This is an optimization exercise on Yosys and OpenROAD, whose aim is small area, a short achievable clock period and few clock cycles per item, not a production implementation. Only simulation tests tie the RTL to the original design; equivalence was not proved. No activity file was given, so power comes from the tool's default toggle rates.

### config.mk
export PLATFORM = sky130hd
export DESIGN_NAME = triangle_tangent_frame_top
export DESIGN_NICKNAME = triangle_tangent_frame_top
export VERILOG_FILES = /design/flow/design.v
export SDC_FILE = /design/flow/constraint.sdc
export NUM_CORES = 4
export LEC_CHECK = 0
export CAP_MARGIN = 20
export CORE_MARGIN = 2
export CORE_UTILIZATION = 40
export SLEW_MARGIN = 20
### constraint.sdc
create_clock -name core_clock -period 10.0 [get_ports {i_clk}]
set_input_delay 2.0000 -clock core_clock [delete_from_list [all_inputs] [get_ports {i_clk}]]
set_output_delay 2.0000 -clock core_clock [all_outputs]
set_load 0.01 [all_outputs]
### design.v
package ttf_pkg;
    localparam int MAG_W = 49;    
    localparam int NRM_W = 30;    
endpackage
module ttf_sqrt2 (
    input  logic [31:0] i_rem,
    input  logic [31:0] i_root,
    input  logic [3:0]  i_bits,
    output logic [31:0] o_rem,
    output logic [31:0] o_root
);
    always_comb begin
        logic [34:0] rem2, trial, d;
        logic [31:0] rm, rt;
        rm = i_rem;
        rt = i_root;
        for (int i = 0; i < 2; i++) begin
            rem2  = {1'b0, rm, i_bits[3-2*i -: 2]};
            trial = {1'b0, rt, 2'b01};
            d     = rem2 - trial;
            if (!d[34]) begin
                rm = d[31:0];
                rt = {rt[30:0], 1'b1};
            end else begin
                rm = rem2[31:0];
                rt = {rt[30:0], 1'b0};
            end
        end
        o_rem  = rm;
        o_root = rt;
    end
endmodule
module ttf_div2 (
    input  logic [31:0] i_rem,
    input  logic [30:0] i_div,
    output logic [31:0] o_rem,
    output logic [1:0]  o_q
);
    always_comb begin
        logic [32:0] r2, d;
        logic [31:0] rm;
        rm = i_rem;
        for (int i = 0; i < 2; i++) begin
            r2 = {rm, 1'b0};
            d  = r2 - {2'b0, i_div};
            if (!d[32]) begin
                rm = d[31:0];
                o_q[1-i] = 1'b1;
            end else begin
                rm = r2[31:0];
                o_q[1-i] = 1'b0;
            end
        end
        o_rem = rm;
    end
endmodule
module triangle_tangent_frame_top (
    input  logic               i_clk,
    input  logic               i_rst_n,
    input  logic               i_in_valid,
    output logic               o_in_stall,
    input  logic [23:0]        i_vertex_id,
    input  logic signed [31:0] i_pos_x,
    input  logic signed [31:0] i_pos_y,
    input  logic signed [31:0] i_pos_z,
    input  logic signed [15:0] i_tex_u,
    input  logic signed [15:0] i_tex_v,
    output logic               o_out_valid,
    input  logic               i_out_stall,
    output logic [23:0]        o_out_vertex_id,
    output logic signed [15:0] o_tangent_x,
    output logic signed [15:0] o_tangent_y,
    output logic signed [15:0] o_tangent_z,
    output logic signed [15:0] o_bitangent_x,
    output logic signed [15:0] o_bitangent_y,
    output logic signed [15:0] o_bitangent_z,
    output logic               o_degenerate,
    output logic               o_last_of_triangle
);
    localparam int MW = ttf_pkg::MAG_W;
    localparam int NW = ttf_pkg::NRM_W;
    logic [3:0] r_t;           
    logic [3:0] r_v;           
    logic [1:0] r_idx [4];     
    logic [1:0] r_sc;          
    logic [1:0] r_cc;          
    logic [1:0] r_wi;          
    logic       r_full;        
    logic [2:0] r_cnt;         
    logic en, e_free, acc_ok, accept, acc2, start, deliver, last_dlv;
    assign o_out_valid = r_v[3] && (r_t <= 4'd2);
    assign en          = !(o_out_valid && i_out_stall);
    assign e_free      = !r_full && !(r_v[0] && r_t < 4'd14);
    assign acc_ok      = (r_cc == 2'd0) ? (r_cnt != 3'd4) : e_free;
    assign o_in_stall  = !acc_ok;
    assign accept      = i_in_valid && acc_ok;
    assign acc2        = accept && (r_cc == 2'd2);
    assign start       = en && (r_t == 4'd15) && (r_full || acc2);
    assign deliver     = o_out_valid && !i_out_stall;
    assign last_dlv    = deliver && (r_t == 4'd2);
    always_ff @(posedge i_clk) begin
        if (!i_rst_n) begin
            r_t    <= 4'd15;
            r_v    <= '0;
            r_sc   <= '0;
            r_cc   <= '0;
            r_wi   <= '0;
            r_full <= 1'b0;
            r_cnt  <= '0;
        end else begin
            if (accept) r_cc <= (r_cc == 2'd2) ? 2'd0 : r_cc + 2'd1;
            if (acc2) r_wi <= r_wi + 2'd1;
            if (start) r_full <= 1'b0;
            else if (acc2) r_full <= 1'b1;
            r_cnt <= r_cnt + 3'((accept && r_cc == 2'd0) ? 1 : 0) - 3'(last_dlv ? 1 : 0);
            if (en) begin
                if (r_t == 4'd15) begin
                    r_v  <= {r_v[2:0], start};
                    r_sc <= r_sc + (start ? 2'd1 : 2'd0);
                    r_t  <= ({r_v[2:0], start} != 4'd0) ? 4'd0 : 4'd15;
                end else begin
                    r_t <= r_t + 4'd1;
                end
            end
        end
    end
    always_ff @(posedge i_clk) begin
        if (en && r_t == 4'd15) begin
            r_idx[0] <= r_sc;
            r_idx[1] <= r_idx[0];
            r_idx[2] <= r_idx[1];
            r_idx[3] <= r_idx[2];
        end
    end
    logic a0, a1, a2, a3;
    assign a0 = r_v[0];
    assign a1 = r_v[1];
    assign a2 = r_v[2];
    assign a3 = r_v[3];
    logic signed [31:0] r_p0 [3];
    logic signed [15:0] r_u0, r_v0;
    logic signed [32:0] r_e1 [3];
    logic signed [32:0] r_e2 [3];
    logic signed [16:0] r_du1, r_dv1, r_du2, r_dv2;
    logic [23:0]        r_id [4][3];
    always_ff @(posedge i_clk) begin
        if (accept) begin
            r_id[r_wi][r_cc] <= i_vertex_id;
            case (r_cc)
                2'd0: begin
                    r_p0[0] <= i_pos_x;
                    r_p0[1] <= i_pos_y;
                    r_p0[2] <= i_pos_z;
                    r_u0    <= i_tex_u;
                    r_v0    <= i_tex_v;
                end
                2'd1: begin
                    r_e1[0] <= 33'(i_pos_x) - 33'(r_p0[0]);
                    r_e1[1] <= 33'(i_pos_y) - 33'(r_p0[1]);
                    r_e1[2] <= 33'(i_pos_z) - 33'(r_p0[2]);
                    r_du1   <= 17'(i_tex_u) - 17'(r_u0);
                    r_dv1   <= 17'(i_tex_v) - 17'(r_v0);
                end
                default: begin
                    r_e2[0] <= 33'(i_pos_x) - 33'(r_p0[0]);
                    r_e2[1] <= 33'(i_pos_y) - 33'(r_p0[1]);
                    r_e2[2] <= 33'(i_pos_z) - 33'(r_p0[2]);
                    r_du2   <= 17'(i_tex_u) - 17'(r_u0);
                    r_dv2   <= 17'(i_tex_v) - 17'(r_v0);
                end
            endcase
        end
    end
    logic signed [16:0] r_opa;
    logic signed [32:0] r_opx;
    logic signed [49:0] r_prod, r_acc;
    logic signed [16:0] mux_a;
    logic signed [32:0] mux_x;
    always_comb begin
        mux_a = r_du1;
        mux_x = 33'(r_dv2);
        case (r_t)
            4'd0:  begin mux_a = r_du1; mux_x = 33'(r_dv2); end
            4'd1:  begin mux_a = r_du2; mux_x = 33'(r_dv1); end
            4'd2:  begin mux_a = r_dv2; mux_x = r_e1[0]; end
            4'd3:  begin mux_a = r_dv1; mux_x = r_e2[0]; end
            4'd4:  begin mux_a = r_dv2; mux_x = r_e1[1]; end
            4'd5:  begin mux_a = r_dv1; mux_x = r_e2[1]; end
            4'd6:  begin mux_a = r_dv2; mux_x = r_e1[2]; end
            4'd7:  begin mux_a = r_dv1; mux_x = r_e2[2]; end
            4'd8:  begin mux_a = r_du1; mux_x = r_e2[0]; end
            4'd9:  begin mux_a = r_du2; mux_x = r_e1[0]; end
            4'd10: begin mux_a = r_du1; mux_x = r_e2[1]; end
            4'd11: begin mux_a = r_du2; mux_x = r_e1[1]; end
            4'd12: begin mux_a = r_du1; mux_x = r_e2[2]; end
            default: begin mux_a = r_du2; mux_x = r_e1[2]; end
        endcase
    end
    logic signed [50:0] res;
    logic [MW-1:0]      res_mag;
    assign res     = 51'(r_acc) - 51'(r_prod);
    assign res_mag = res[50] ? MW'(-res) : MW'(res);
    logic [MW-1:0] r_mt [3];
    logic [MW-1:0] r_mb [3];
    logic [2:0]    r_st_tmp, r_sb_tmp;
    logic          r_dneg [4];
    logic          r_dzero [4];
    always_ff @(posedge i_clk) begin
        if (en) begin
            if (a0 && r_t <= 4'd13) begin
                r_opa <= mux_a;
                r_opx <= mux_x;
            end
            r_prod <= r_opa * r_opx;
            if (a0 && r_t >= 4'd2) begin
                if (!r_t[0]) begin
                    r_acc <= r_prod;
                end else begin
                    case (r_t)
                        4'd3: begin
                            r_dneg[r_idx[0]]  <= res[50];
                            r_dzero[r_idx[0]] <= (res == '0);
                        end
                        4'd5:  begin r_mt[0] <= res_mag; r_st_tmp[0] <= res[50]; end
                        4'd7:  begin r_mt[1] <= res_mag; r_st_tmp[1] <= res[50]; end
                        4'd9:  begin r_mt[2] <= res_mag; r_st_tmp[2] <= res[50]; end
                        4'd11: begin r_mb[0] <= res_mag; r_sb_tmp[0] <= res[50]; end
                        4'd13: begin r_mb[1] <= res_mag; r_sb_tmp[1] <= res[50]; end
                        default: begin r_mb[2] <= res_mag; r_sb_tmp[2] <= res[50]; end
                    endcase
                end
            end
        end
    end
    logic          nrm_b;
    logic [MW-1:0] nm [3];
    logic [MW-1:0] nor_all;
    logic [4:0]    nsh;
    logic [NW-1:0] nn [3];
    assign nrm_b = !(a0 && r_t == 4'd10);
    always_comb begin
        for (int k = 0; k < 3; k++) nm[k] = nrm_b ? r_mb[k] : r_mt[k];
        nor_all = nm[0] | nm[1] | nm[2];
        nsh = '0;
        for (int i = NW; i < MW; i++) if (nor_all[i]) nsh = 5'(i - NW + 1);
        for (int k = 0; k < 3; k++) nn[k] = NW'(nm[k] >> nsh);
    end
    logic [NW-1:0] r_nt [2][3];
    logic [NW-1:0] r_nb [2][3];
    logic [2:0]    r_st [2];
    logic [2:0]    r_sb [2];
    logic          r_zt [2];
    logic          r_zb [2];
    always_ff @(posedge i_clk) begin
        if (en) begin
            if (a0 && r_t == 4'd10) begin
                for (int k = 0; k < 3; k++) r_nt[r_idx[0][0]][k] <= nn[k];
                r_st[r_idx[0][0]] <= r_st_tmp;
                r_zt[r_idx[0][0]] <= (nor_all == '0);
            end
            if (a1 && r_t == 4'd0) begin
                for (int k = 0; k < 3; k++) r_nb[r_idx[1][0]][k] <= nn[k];
                r_sb[r_idx[1][0]] <= r_sb_tmp;
                r_zb[r_idx[1][0]] <= (nor_all == '0);
            end
        end
    end
    logic [NW-1:0]   r_sqop;
    logic [2*NW-1:0] r_sq;
    logic [2*NW+1:0] r_s;
    logic [2*NW-1:0] sq_full;
    always_comb begin
        sq_full = '0;
        for (int i = 0; i < NW; i++) begin
            logic [2*NW-1:0] row;
            row = '0;
            row[2*i] = r_sqop[i];
            for (int j = i + 1; j < NW; j++) row[i+j+1] = r_sqop[i] & r_sqop[j];
            sq_full = sq_full + row;
        end
    end
    always_ff @(posedge i_clk) begin
        if (en) begin
            if (a0 && r_t >= 4'd11 && r_t <= 4'd13) r_sqop <= r_nt[r_idx[0][0]][r_t - 4'd11];
            else if (a1 && r_t >= 4'd1 && r_t <= 4'd3) r_sqop <= r_nb[r_idx[1][0]][r_t - 4'd1];
            r_sq <= sq_full;
            if ((a0 && r_t == 4'd13) || (a1 && r_t == 4'd3)) r_s <= (2*NW+2)'(r_sq);
            else r_s <= r_s + (2*NW+2)'(r_sq);
        end
    end
    logic [31:0] r_remt, r_roott, r_remb, r_rootb;
    logic [63:0] r_radt, r_radb;
    logic [30:0] r_lt, r_lb;
    logic        firstt, firstb, lastt, lastb;
    logic [31:0] it_rem, it_root, ib_rem, ib_root, ot_rem, ot_root, ob_rem, ob_root;
    logic [63:0] it_rad, ib_rad;
    assign firstt = (r_t == 4'd0);
    assign lastt  = a1 && (r_t == 4'd15);
    assign firstb = a1 && (r_t == 4'd6);
    assign lastb  = a2 && (r_t == 4'd5);
    assign it_rem  = firstt ? 32'd0 : r_remt;
    assign it_root = firstt ? 32'd0 : r_roott;
    assign it_rad  = firstt ? 64'(r_s) : r_radt;
    assign ib_rem  = firstb ? 32'd0 : r_remb;
    assign ib_root = firstb ? 32'd0 : r_rootb;
    assign ib_rad  = firstb ? 64'(r_s) : r_radb;
    ttf_sqrt2 u_sqt (.i_rem(it_rem), .i_root(it_root), .i_bits(it_rad[63:60]),
                     .o_rem(ot_rem), .o_root(ot_root));
    ttf_sqrt2 u_sqb (.i_rem(ib_rem), .i_root(ib_root), .i_bits(ib_rad[63:60]),
                     .o_rem(ob_rem), .o_root(ob_root));
    always_ff @(posedge i_clk) begin
        if (en) begin
            r_remt  <= ot_rem;
            r_roott <= ot_root;
            r_radt  <= {it_rad[59:0], 4'd0};
            r_remb  <= ob_rem;
            r_rootb <= ob_root;
            r_radb  <= {ib_rad[59:0], 4'd0};
            if (lastt) r_lt <= ot_root[30:0];
            if (lastb) r_lb <= ob_root[30:0];
        end
    end
    logic        dfirst, dlast, dsel_b;
    logic [31:0] r_drem [3];
    logic [15:0] r_dq [3];
    logic [31:0] di_rem [3];
    logic [31:0] do_rem [3];
    logic [1:0]  do_q [3];
    logic [30:0] dlen;
    logic        par2;
    assign par2   = r_idx[2][0];
    assign dsel_b = r_t[3];
    assign dfirst = (r_t[2:0] == 3'd0);
    assign dlast  = a2 && (r_t[2:0] == 3'd7);
    assign dlen   = dsel_b ? r_lb : r_lt;
    for (genvar k = 0; k < 3; k++) begin : g_div
        assign di_rem[k] = dfirst ? 32'(dsel_b ? r_nb[par2][k] : r_nt[par2][k]) : r_drem[k];
        ttf_div2 u_div (.i_rem(di_rem[k]), .i_div(dlen), .o_rem(do_rem[k]), .o_q(do_q[k]));
        always_ff @(posedge i_clk) begin
            if (en) begin
                r_drem[k] <= do_rem[k];
                r_dq[k]   <= {r_dq[k][13:0], do_q[k]};
            end
        end
    end
    logic signed [15:0] r_ot [3];
    logic signed [15:0] r_ob [3];
    logic               r_odeg, r_degt;
    logic [15:0]        qf [3];
    logic [15:0]        qv [3];
    logic               zsel, dz, dn;
    logic [2:0]         ssel;
    assign dz   = r_dzero[r_idx[2]];
    assign dn   = r_dneg[r_idx[2]];
    assign zsel = dz | (dsel_b ? r_zb[par2] : r_zt[par2]);
    assign ssel = dsel_b ? r_sb[par2] : r_st[par2];
    always_comb begin
        for (int k = 0; k < 3; k++) begin
            logic [15:0] q16;
            q16   = {r_dq[k][13:0], do_q[k]};
            qf[k] = 16'((16'(q16[15:1]) + 16'd1) >> 1);
            qv[k] = zsel ? 16'd0 : ((ssel[k] ^ dn) ? -qf[k] : qf[k]);
        end
    end
    always_ff @(posedge i_clk) begin
        if (en && dlast) begin
            if (!dsel_b) begin
                for (int k = 0; k < 3; k++) r_ot[k] <= qv[k];
                r_degt <= zsel;
            end else begin
                for (int k = 0; k < 3; k++) r_ob[k] <= qv[k];
                r_odeg <= r_degt | zsel;
            end
        end
    end
    assign o_out_vertex_id    = r_id[r_idx[3]][r_t[1:0]];
    assign o_tangent_x        = r_ot[0];
    assign o_tangent_y        = r_ot[1];
    assign o_tangent_z        = r_ot[2];
    assign o_bitangent_x      = r_ob[0];
    assign o_bitangent_y      = r_ob[1];
    assign o_bitangent_z      = r_ob[2];
    assign o_degenerate       = r_odeg;
    assign o_last_of_triangle = (r_t[1:0] == 2'd2);
endmodule
### run.sh
#!/bin/bash
# synth_recipe.tcl (not shown) runs the flow's synth.tcl, then flattens the netlist and writes it again
# the make line also repeats each setting of config.mk as NAME=value (left out here)
make -C /OpenROAD-flow-scripts/flow DESIGN_CONFIG=/design/flow/config.mk WORK_HOME=/design/flow/orfs CLKGATE_MAP_FILE= SYNTH_SCRIPT=/design/flow/synth_recipe.tcl finish
==> results_dict.tcl, run 1 <==
set metrics [dict create \
    syn_to_final_growth_pct 11.50 \
    cp_slowest_cell "a21oi_1" \
    dp_hpwl_um 355800 \
    avgViaCountPerCell 5.628 \
    clock_path_buffers 4 \
    overflow 0 \
    core_um2 406400 \
    synthFlopType "edfxtp_1" \
    critPathMaxFanout 34 \
    fmax_ghz 0.1061 \
    ff2ff_setup_slack_ns 0.58 \
    preCtsSetupSlack_ns 0.6174 \
    status "finished clean" \
    fin_cells 21258 \
    drc 0 \
    p_per_area_nw_per_um2 359.0 \
    synth-async-reset-ratio_pct 0 \
    cts.clk_slew.worst_paths_ns 0.07 \
    p_leak_nw 74.01 \
    post-route-util_pct 44.81 \
    critical-path-max-stage-delay_ns 0.49 \
    hold_path.class "reg2reg" \
    r2r.worst_path.cells 32 \
    worst_slack_ns 0.5789 \
    vias 119644 \
    final_area_um2 182100 \
    whs_ns 0.3822 \
    power_mw 65.38 \
    ys_warn_count 35 \
    slew_headroom_pct 10.29 \
    yosysSeqAreaShare_pct 41.08 \
    fin_nets 17555 \
    syn_area_um2 163300 \
    hold_start "r_prod[40]" \
    synth_largest_area_cell "edfxtp_1" \
    worst_ep_required_time_ns 10.70 \
    synthDistinctLibCells 111 \
    worst_pin_slew_ns 1.332 \
    critPathArrivalTime_ns 10.12 \
    place_area_um2 173300 \
    max_cap_viol_count 0 \
    drv_slew 0 \
    die_y_um 643.0 \
    synth_top_area_share_pct 40.84 \
    grt_pass1_vias 119428 \
    ctsHoldBuffers 0 \
    antenna_found_initial 14 \
    cts_tree "done" \
    tns_ns 0 \
    rsz0062_at_grt "no" \
    port_buffers 279 \
    period_needed_ns 9.421 \
    fin_skew_ns 0.1350 \
    ant_nets 0 \
    drive_above_1_share_pct 7.867 \
    clk_latency_ns 1.05 \
    r2r-end "r_drem[2][6]" \
    numCtsBuffers 245 \
    fin_crit_sh_pct 94.21 \
    peakVddDrop_mv 0.5031 \
    crit_path_end_kind "flop" \
    startpoint_type "flop" \
    hold_end "r_acc[40]" \
    syn_area_per_cell_um2 10.56 \
    firstDrtPassIters 9 \
    start_util_pct 40.19 \
    grt_start_max_net_pins 134 \
    grt_pass1_wl_um 731300 \
    synth_cells 15470 \
    die-area_um2 413400 \
    synth_nets 17423 \
    ys_seq_elements 2241 \
    gp_congestion 0.9768 \
    hold_viol_final 0 \
    hold_depth 0 \
    clock-root-buffer "clkbuf_16" \
    worstSetupPathType "reg2reg" \
    critPathLaunch "r_t[1]" \
    ctsHtreeMaxLevel 4 \
    rr_startpoint "r_t[1]" \
    die_x_um 643.0 \
    place_inst 20783 \
    clock_sinks 2241 \
    io_pins 280 \
    wl_per_cell_um 22.62 \
    detail_route.iter0.violations 10492 \
    rows 234 \
    wirelength_um 480800 \
    track_usage_pct 22.76 \
    setup_viol 0 \
    synthTopCellsByArea "edfxtp_1, fa_1, ha_1" \
    synth_edf_count 2221 \
]
==> layout by cell type (no fill, tap or decap), types with 45 or more instances in the layout <==
cell type	instances
nand3_1	213
clkbuf_16	245
o22ai_1	52
buf_4	301
a222oi_1	55
ha_1	889
a211oi_1	132
nand2_1	2075
inv_1	1383
o211ai_1	148
xnor2_1	439
o21a_1	109
mux4_2	191
o221ai_1	90
nor2_1	895
mux2i_1	545
and2_1	512
a21o_1	282
edfxtp_1	2221
or2_2	45
nand4_1	86
nand2b_1	113
fa_1	901
o21bai_1	79
xor2_1	229
a31oi_1	96
o21ai_0	699
and3_1	102
o31ai_1	69
or3_1	63
mux2_2	127
a22oi_1	57
bufinv_16	49
nor2b_1	123
nor3_1	201
a21oi_1	847
clkdlybuf4s50_1	279
==> final cells by class <==
cell class	instances	area, um^2
Clock buffer	275	6254
Multi-Input combinational cell	11116	88780
Sequential cell	2241	67100
Inverter	1398	5268
Clock inverter	182	2429
Antenna cell	18	45.04
Fill cell	38201	224300
Tap cell	5428	6792
Timing Repair Buffer	600	5430
==> registers in the layout, indices dropped and copies added, names as in the netlist, 50 cells and up, named ones only <==
| name | cells |
|---|---|
| r_sq | 59 |
| r_drem | 96 |
| r_acc | 50 |
| r_id | 288 |
| r_mb | 147 |
| r_mt | 147 |
| r_prod | 50 |
| r_radb | 60 |
| r_nt | 180 |
| r_e1 | 99 |
| r_p0 | 96 |
| r_nb | 180 |
| r_e2 | 99 |
| r_s | 62 |
| r_radt | 60 |
==> synthesized netlist by cell type (444+ instances only) <==
library cell	n
a21oi_1	855
inv_1	1386
and2_1	512
edfxtp_1	2221
xnor2_1	444
o21ai_0	709
clkbuf_1	547
mux2i_1	546
fa_1	902
nand2_1	2078
ha_1	895
nor2_1	918
==> per-layer routing <==
layer  vias up  routed length [um]  part of all wire, %  track usage (%)
met1     59352              202200                   42            29.82
met2      3999              228700                   48            38.30
met5         -                   0                    0                0
met3       907               28120                  5.8            2.635
met4         0               21830                  4.5            9.363
li1      55386                   -                    -                -
==> where the power goes <==
group	internal [mW]	switching (mW)
Combinational	16.9	23.8
Sequential	14.1	0.780
Clock	5.80	4.02
==> worst max path at each step <==
stage	cells after the start	end	slack, ns
finish	32	r_drem[2][6]	0.58
global route	32	r_drem[2][8]	0.02
CTS	31	r_drem[1][8]	0.46
detailed placement	31	r_drem[1][4]	0.62
global placement	31	r_drem[1][6]	0.67
floorplan	36	r_drem[2][11]	0.65
==> critical path: cells and delay by family, from the launching register on <==
| kind | cells | cell delay [ns] |
|---|---|---|
| buf+inv | 4 | 1.22 |
| flops | 1 | 0.31 |
| compound gates | 15 | 3.83 |
| xor+xnor | 1 | 0.14 |
| fa+ha+maj | 3 | 1.14 |
| simple gates | 9 | 2.38 |
==> cells by family (layout without fill, tap and decap cells) <==
family                   after synthesis  count (layout)  synth area share [%]
AO/OA/AOI/OAI                       3190            3190                 12.74
buffers and inverters               2113            2455                 4.948
adder cells (fa/ha/maj)             1797            1797                 17.91
flip-flops                          2241            2241                 41.08
other                                  0              18                     0
XOR/XNOR                             674             674                 3.619
AND/OR/NAND/NOR                     4590            4590                 12.84
multiplexers                         865             865                 6.864
==> timing repair <==
| action | CTS | global route |
|---|---|---|
| setup endpoints to repair | 0 | 27 |
| setup buffers | 0 | 0 |
| resized for setup | 0 | 4 |
Testbench counts, summed over its fixed seeds: cycles 5,424, items 320.
==> run 2, diff against run 1 <==
--- a/config.mk
+++ b/config.mk
@@ -6,6 +6,8 @@
 export NUM_CORES = 4
 export LEC_CHECK = 0
+export ABC_CLOCK_PERIOD_IN_PS = 5000
 export CAP_MARGIN = 20
 export CORE_MARGIN = 2
 export CORE_UTILIZATION = 40
+export SETUP_SLACK_MARGIN = 3.5
 export SLEW_MARGIN = 20
==> results_dict.tcl, run 2 <==
set metrics [dict create \
    synth.most_common_cell "edfxtp_1" \
    io_pins 280 \
    grt_util_met3_pct 3.005 \
    startpoint_type "flop" \
    period_needed_ns 7.608 \
    synthTopCellsByArea "edfxtp_1, fa_1, ha_1" \
    clock_sinks 2241 \
    rows 234 \
    final_common_cell "edfxtp_1" \
    largest_register_ffs 288 \
    ctsHtreeMaxLevel 5 \
    core_um2 406400 \
    detail_route.iter0.violations 12183 \
    hold_path.class "reg2reg" \
    netlist_top_cells_count "edfxtp_1, nand2_1, inv_1" \
    hold_viol_final 0 \
    synth_xor_area_share_pct 3.619 \
    syn_to_final_growth_pct 19.37 \
    clock-root-buffer "clkbuf_16" \
    die_x_um 643.0 \
    ant_nets 0 \
    synth_largest_area_cell "edfxtp_1" \
    grt_pass1_vias 122966 \
    gp_congestion 0.9589 \
    syn_area_um2 163300 \
    die_y_um 643.0 \
    antenna_found_initial 12 \
    worst_ep_required_time_ns 10.67 \
    numCtsBuffers 268 \
    muxShareOfSynthArea_pct 6.864 \
    slew_headroom_pct 15.64 \
    track_usage_pct 24.08 \
    cts_tree "done" \
    critical-path-max-stage-delay_ns 0.41 \
    critPathMaxFanout 6 \
    dp_hpwl_um 356000 \
    final-seq-area_um2 67110 \
    fin_crit_sh_pct 76.08 \
    avgViaCountPerCell 5.691 \
    power_mw 79.86 \
    critPathArrivalTime_ns 8.28 \
    fin_nets 18202 \
    cts.clk_slew.worst_paths_ns 0.06 \
    port_buffers 279 \
    synthFlopType "edfxtp_1" \
    synth-async-reset-ratio_pct 0 \
    hold_depth 0 \
    clk_latency_ns 0.93 \
    drive_above_1_share_pct 15.82 \
    ctsHoldBuffers 0 \
    grt_pass1_wl_um 768100 \
    fmax_ghz 0.1314 \
    die-area_um2 413400 \
    drc 0 \
    start_util_pct 40.19 \
    synth_fa_ha_area_share_pct 17.91 \
    cpMostUsedCell "buf_12" \
    synthDistinctLibCells 111 \
    synth_top_area_share_pct 40.84 \
    multiInputGateArea_um2 93800 \
    syn_area_per_cell_um2 10.56 \
    nFillCells 36861 \
    worst_pin_slew_ns 1.257 \
    ys_warn_count 35 \
    peakVddDrop_mv 0.4565 \
    worstSetupPathType "reg2reg" \
    synth_cells 15470 \
    r2r.worst_path.cells 37 \
    overflow 0 \
    firstDrtPassIters 9 \
    hold_start "r_prod[1]" \
    p_per_area_nw_per_um2 409.6 \
    synth_compound_area_share_pct 12.74 \
    crit_path_end_kind "flop" \
    max_cap_viol_count 0 \
    hold_end "r_acc[1]" \
    synth_nets 17423 \
    critPathLaunch "r_t[0]" \
    rr_startpoint "r_t[0]" \
    drv_slew 0 \
    vias 124602 \
    setup_viol 0 \
    yosysSeqAreaShare_pct 41.08 \
    gr-max-usage-layer "met2" \
    ys_seq_elements 2241 \
    grt_start_max_net_pins 170 \
    synth_top_family_by_area "adder cells" \
    tns_ns 0 \
    post-route-util_pct 47.97 \
    r2r-end "r_drem[2][27]" \
    wirelength_um 519400 \
    wl_per_cell_um 23.72 \
    gr-usage-met2_pct 39.29 \
    status "finished clean" \
    ff2ff_setup_slack_ns 2.39 \
    top_register "r_id" \
    yosys.area_share.simple_pct 12.84 \
    cp_slowest_cell "a311o_2" \
    synth_edf_count 2221 \
    clock_path_buffers 4 \
    p_leak_nw 79.01 \
    fin_skew_ns 0.08666 \
    final_cell_mix "edfxtp_1, nand2_1, inv_1" \
    gr-usage-met1_pct 31.64 \
    rsz0062_at_grt "yes" \
]
## run 2: cell count changes in the layout (fill, tap and decap cells not counted), sizes merged, moves of 9 or more
cell and delta:
dlygate4sd2 +21, buf +577, clkdlybuf4s50 -24, diode -9, clkinv +20, clkbuf +45, bufinv -19, bufbuf +18
## run 2: worst max path at each step
stage | endpoint | depth (start not counted)
floorplan | r_remb[10] | 39
global placement | r_drem[1][4] | 32
detailed placement | r_drem[0][6] | 33
CTS | r_drem[2][27] | 35
global route | r_drem[2][27] | 37
finish | r_drem[2][27] | 37
## run 2: where the power goes
group          internal [mW]  switching, mW
logic                   25.4           29.5
registers               14.1          0.856
clock network           5.81           4.21
## run 2: logic make-up after synthesis
family / after synthesis
buffers and inverters: 2113
XOR/XNOR: 674
AO/OA/AOI/OAI: 3190
flip-flops: 2241
multiplexers: 865
adder cells (fa/ha/maj): 1797
AND/OR/NAND/NOR: 4590
## run 2: stage by stage
stage	std cells	setup WS, ns	area, um^2	hold WS, ns
6_report	21896	2.392	194900	0.4363
5_1_grt	21892	2.229	194900	0.4385
4_1_cts	21681	2.509	190100	0.4332
3_5_place_dp	20786	0.6321	173500	0.4317
3_3_place_gp	20784	0.6929	173500	0.4249
2_1_floorplan	15470	1.821	163700	0.4215
## run 2: layout make-up
cell class	instances	share of cell area (%)
Clock inverter	179	1.062
Multi-Input combinational cell	11124	48.11
Clock buffer	301	3.526
Antenna cell	9	0.01155
Timing Repair inverter	2	0.007060
Timing Repair Buffer	1214	6.612
Inverter	1398	2.759
Sequential cell	2241	34.43
Tap cell	5428	3.484
## run 2: critical path, delay by kind of cell, from the launching register on
kind / cells / cell delay, ns
AO/OA/AOI/OAI: 15 / 2.94
XOR/XNOR: 1 / 0.21
adder cells (fa/ha/maj): 3 / 0.77
buffers and inverters: 8 / 1.07
flip-flops: 1 / 0.35
multiplexers: 1 / 0.29
AND/OR/NAND/NOR: 9 / 1.66
## run 2: layer usage
| layer | part of all wire [%] | wire length, um | vias to the layer above |
|---|---|---|---|
| li1 | - | - | 56699 |
| met1 | 41 | 214300 | 61945 |
| met2 | 46 | 239700 | 4787 |
| met3 | 6.4 | 33380 | 1167 |
| met4 | 6.2 | 31990 | 4 |
| met5 | 0.0031 | 16 | - |
## run 2: timing repair
| action | CTS | global route |
|---|---|---|
| endpoints found under the hold margin | 0 | 0 |
| pin swaps | 230 | 316 |
| endpoints found under the setup margin | 701 | 600 |
| gates resized for setup | 710 | 680 |
| gates cloned | 48 | 23 |
| setup buffers | 367 | 183 |

## what the ideal ports hide
Ports are ideal in the flow. The routed layouts listed here were re-timed in OpenROAD.
Step 1: set_driving_cell puts a clkbuf_16 on i_clk and a buf_2 on each other input, an assumption about the parent block.
Step 2, shift: input delay + t, output delay - t, t = (earliest + latest rising clock arrival at the registers) / 2. This alone moves slack from input paths to output paths.
Slacks: ideal ports / drivers / drivers and shift; pairs: ideal ports / drivers.
| run | shift t [ns] | setup WS [ns] | hold slack, ns |
|---|---|---|---|
| run 1 | 1.077 | 0.579 / 0.579 / 0.579 | 0.382 / 0.382 / 0.382 |
| run 2 | 0.998 | 2.392 / 2.392 / 2.392 | 0.436 / 0.436 / 0.436 |
After both steps setup and hold are still met in every run listed.
